This design comes from an exercise in tuning for small area on the open sky130 flow, not from production work. The RTL was checked by simulation tests, not by an equivalence proof against the original design.

## xenon
==> module imem_array, before the edit <==
module imem_array
#(
  parameter int unsigned ADDR_W     = 6,
  parameter logic [31:0] RESET_WORD = 32'h0000_0000
) (
  input  logic              clk,
  input  logic              rst,
  input  logic              wr,
  input  logic [1:0]        wlane,
  input  logic [ADDR_W:0]   wcnt,
  input  logic [7:0]        wbyte,
  input  logic [ADDR_W-1:0] raddr,
  output logic [imem_loader_pkg::WORD_W-1:0] rdata_c
);
  localparam int unsigned RB   = ADDR_W - 3;   
  localparam int unsigned R    = 1 << RB;      
  localparam int unsigned L    = 8;            
  localparam int unsigned NPOS = R * L;        
  localparam int unsigned NIN  = NPOS + 2;     
  localparam int unsigned NGRP = (NIN + 2) / 3;  
  logic [7:0] ring_q [4][R][L];
  logic [7:0] stg_q  [4][2];
  logic [2:0] cnt_q;
  logic       clr_q;       
  logic            ins_c [4][R];
  logic [7:0]      ring_in_c [4][R];
  logic [ADDR_W:0] dist_c;
  logic [R+1:0]    near_c;      
  assign dist_c = wcnt - {1'b0, cnt_q, RB'(0)};
  always_comb begin
    for (int k = 0; k < int'(R) + 2; k++) near_c[k] = (dist_c == (ADDR_W+1)'(k));
    for (int j = 0; j < 4; j++) begin
      for (int r = 0; r < int'(R); r++) begin
        ins_c[j][r] = (2'(j) < wlane) ? (near_c[r] || near_c[r+1]) :
                                        (near_c[r+1] || near_c[r+2]);
      end
    end
  end
  for (genvar j = 0; j < 4; j++) begin : g_ins_lane
    for (genvar r = 0; r < int'(R); r++) begin : g_ins_ring
      for (genvar b = 0; b < 8; b++) begin : g_ins_bit
        imem_ao22 u_ao22 (
          .a1 (ins_c[j][r]), .a2 (stg_q[j][r % 2][b]),
          .b1 (!clr_q),      .b2 (ring_q[j][r][L-1][b]),
          .y  (ring_in_c[j][r][b])
        );
      end
    end
  end
  always_ff @(posedge clk) begin
    for (int j = 0; j < 4; j++) begin
      for (int r = 0; r < int'(R); r++) begin
        ring_q[j][r][0] <= ring_in_c[j][r];
        for (int k = 1; k < int'(L); k++) begin
          ring_q[j][r][k] <= ring_q[j][r][k-1];
        end
      end
    end
  end
  always_ff @(posedge clk) begin
    if (wr) begin
      stg_q[wlane][wcnt[0]] <= wbyte;
    end
  end
  always_ff @(posedge clk or posedge rst) begin
    if (rst) begin
      cnt_q <= '0;
      clr_q <= 1'b1;
    end else begin
      cnt_q <= cnt_q + 3'd1;
      if (cnt_q == 3'd7) clr_q <= 1'b0;
    end
  end
  logic [R-1:0]    rsel_c;
  logic [L-1:0]    psel_c;
  logic [NPOS-1:0] sel_c;
  logic            valid_c, e0_c, e1_c;
  logic [2:0]      pos_c;
  logic [1:0]      hsel_c  [4];
  logic [7:0]      rbyte_c [4][3*NGRP];
  logic [3*NGRP-1:0] lsel_c [4];
  logic [7:0]      grp_n_c [4][NGRP];
  logic [ADDR_W+1:0] age_c;    
  assign age_c   = {1'b0, wcnt} - {2'b00, raddr};
  assign valid_c = !age_c[ADDR_W+1] && (age_c != '0);
  assign e0_c    = (age_c == (ADDR_W+2)'(1));
  assign e1_c    = (age_c == (ADDR_W+2)'(2));
  assign pos_c   = cnt_q - raddr[ADDR_W-1:RB] - 3'd1;
  always_comb begin
    for (int r = 0; r < int'(R); r++) rsel_c[r] = (raddr[RB-1:0] == RB'(r));
    for (int k = 0; k < int'(L); k++) psel_c[k] = (pos_c == 3'(k));
    for (int r = 0; r < int'(R); r++) begin
      for (int k = 0; k < int'(L); k++) begin
        sel_c[r*L+k] = valid_c && rsel_c[r] && psel_c[k];
        for (int j = 0; j < 4; j++) rbyte_c[j][r*L+k] = ring_q[j][r][k];
      end
    end
    for (int j = 0; j < 4; j++) begin
      logic hit;
      hit          = e0_c || (e1_c && !(2'(j) < wlane));
      hsel_c[j][0] = hit && !raddr[0];
      hsel_c[j][1] = hit && raddr[0];
      rbyte_c[j][NPOS]   = stg_q[j][0];
      rbyte_c[j][NPOS+1] = stg_q[j][1];
      for (int i = NIN; i < 3 * int'(NGRP); i++) rbyte_c[j][i] = 8'h00;
      lsel_c[j]          = (3*NGRP)'({hsel_c[j], sel_c});
    end
  end
  for (genvar j = 0; j < 4; j++) begin : g_lane
    for (genvar g = 0; g < int'(NGRP); g++) begin : g_grp
      for (genvar b = 0; b < 8; b++) begin : g_bit
        imem_sel3 u_sel3 (
          .s0  (lsel_c[j][3*g]),     .d0 (rbyte_c[j][3*g][b]),
          .s1  (lsel_c[j][3*g+1]),   .d1 (rbyte_c[j][3*g+1][b]),
          .s2  (lsel_c[j][3*g+2]),   .d2 (rbyte_c[j][3*g+2][b]),
          .y_n (grp_n_c[j][g][b])
        );
      end
    end
  end
  always_comb begin
    for (int j = 0; j < 4; j++) begin
      logic [7:0] acc;
      acc = RESET_WORD[31-8*j -: 8] & {8{!valid_c}};
      for (int g = 0; g < int'(NGRP); g++) acc = acc | ~grp_n_c[j][g];
      rdata_c[31-8*j -: 8] = acc;
    end
  end
endmodule
clock: 12.0 ns
lec_check: 0
cap_margin: 5
core_margin: 2
core_utilization: 62
place_density: 0.72
slew_margin: 5
synth_hierarchical: 1
standard.sh (not shown) runs the stock make flow with config.mk's settings and CLKGATE_MAP_FILE= SYNTH_SCRIPT=/design/flow/synth_recipe.tcl, a recipe that flattens the netlist after the stock synthesis.
==> flow/flow/run.sh <==
#!/bin/bash
# The standard layout (standard.sh) with two changes: the clock tree uses
# clkbuf_8 sink buffers in clusters of up to 18 sinks and no dummy loads, and
# the port buffers are buf_1. make's output goes to standard_make.log; ORFS
# keeps each step's log under orfs/logs.
set -euo pipefail
export CTS_ARGS="-sink_clustering_enable -repair_clock_nets -dont_use_dummy_load -buf_list sky130_fd_sc_hd__clkbuf_8 -sink_clustering_size 18 -sink_clustering_max_diameter 50"
export BUFFER_PORTS_ARGS="-buffer_cell sky130_fd_sc_hd__buf_1"
bash standard.sh > standard_make.log 2>&1
Every stage of the flow completed for xenon, and the final layout passed the timing, DRC and antenna checks.
> inputs changed (xenon -> tundra)
--- a/flow/design.v
+++ b/flow/design.v
@@ -87,9 +87,9 @@
     end
   end
   logic [R-1:0]    rsel_c;
   logic [L-1:0]    psel_c;
-  logic [NPOS-1:0] sel_c;
+  logic [NPOS-1:0] sel_c [2];   
   logic            valid_c, e0_c, e1_c;
   logic [2:0]      pos_c;
   logic [1:0]      hsel_c  [4];
   logic [7:0]      rbyte_c [4][3*NGRP];
@@ -105,9 +105,8 @@
     for (int r = 0; r < int'(R); r++) rsel_c[r] = (raddr[RB-1:0] == RB'(r));
     for (int k = 0; k < int'(L); k++) psel_c[k] = (pos_c == 3'(k));
     for (int r = 0; r < int'(R); r++) begin
       for (int k = 0; k < int'(L); k++) begin
-        sel_c[r*L+k] = valid_c && rsel_c[r] && psel_c[k];
         for (int j = 0; j < 4; j++) rbyte_c[j][r*L+k] = ring_q[j][r][k];
       end
     end
     for (int j = 0; j < 4; j++) begin
@@ -117,11 +116,19 @@
       hsel_c[j][1] = hit && raddr[0];
       rbyte_c[j][NPOS]   = stg_q[j][0];
       rbyte_c[j][NPOS+1] = stg_q[j][1];
       for (int i = NIN; i < 3 * int'(NGRP); i++) rbyte_c[j][i] = 8'h00;
-      lsel_c[j]          = (3*NGRP)'({hsel_c[j], sel_c});
+      lsel_c[j]          = (3*NGRP)'({hsel_c[j], sel_c[j/2]});
     end
   end
+  for (genvar h = 0; h < 2; h++) begin : g_dec
+    imem_dec #(.R(R), .L(L)) u_dec (
+      .valid (valid_c),
+      .rsel  (rsel_c),
+      .psel  (psel_c),
+      .sel   (sel_c[h])
+    );
+  end
   for (genvar j = 0; j < 4; j++) begin : g_lane
     for (genvar g = 0; g < int'(NGRP); g++) begin : g_grp
       for (genvar b = 0; b < 8; b++) begin : g_bit
         imem_sel3 u_sel3 (
@@ -161,8 +168,25 @@
   output logic y
 );
   assign y = (a1 & a2) | (b1 & b2);
 endmodule
+module imem_dec #(
+  parameter int unsigned R = 8,
+  parameter int unsigned L = 8
+) (
+  input  logic           valid,
+  input  logic [R-1:0]   rsel,
+  input  logic [L-1:0]   psel,
+  output logic [R*L-1:0] sel
+);
+  always_comb begin
+    for (int r = 0; r < int'(R); r++) begin
+      for (int k = 0; k < int'(L); k++) begin
+        sel[r*L+k] = valid && rsel[r] && psel[k];
+      end
+    end
+  end
+endmodule
 module imem_loader
 #(
   parameter int unsigned ADDR_W     = 6,
   parameter logic [31:0] RESET_WORD = 32'h0000_0000
### Flow results
Measured against xenon, the first-iteration DRC count of tundra comes out at 0.806 times the reference value.
tundra gives more area share of and/or/nand/nor cells after synthesis than xenon did.
The final cell count number comes out higher for xenon vs tundra.
tundra vs xenon — count of clock-buffer cells in the layout dropped slightly
Fraction of synthesized cell area in xor and xnor cells delta (xenon -> tundra): insignificant
Cmp tundra vs xenon: critical path depth higher in tundra
tundra gives less initial antenna violation count than xenon did.
Looking only at worst setup margin, and setting everything else aside, the lower value of xenon and tundra goes to tundra.

-- port drivers added, routing unchanged --
In the flow no input, the clock included, has a driving cell. The finished layouts below were timed again as built, in two steps.
Step 1, drivers: a clkbuf_16 drives clk and a buf_2 each remaining input, both assumed.
Step 2 times the ports against the registers' clock, not the clock port: input delays grow and output delays shrink by t, the midpoint of the rising clock arrivals with the driver on.
Slacks: ideal / step 1 / step 2; pairs: ideal / step 1.
| run | shift t [ns] | slack for setup (ns) | slew at the worst register clock pin (ns) | worst data-port slew with drivers (ns) | cell pins on the clock port's net |
|---|---|---|---|---|---|
| xenon | 0.889 | 1.822 / 1.717 / 1.717 | 0.11 / 0.11 | 0.13 | 1 |
| tundra | 0.897 | 0.840 / 0.689 / 0.689 | 0.11 / 0.11 | 0.15 | 1 |
After both steps setup and hold are still met in every run listed. For tundra, which loses most, drivers alone change the setup slack by -0.151 ns; drivers and shift together by -0.151 ns.
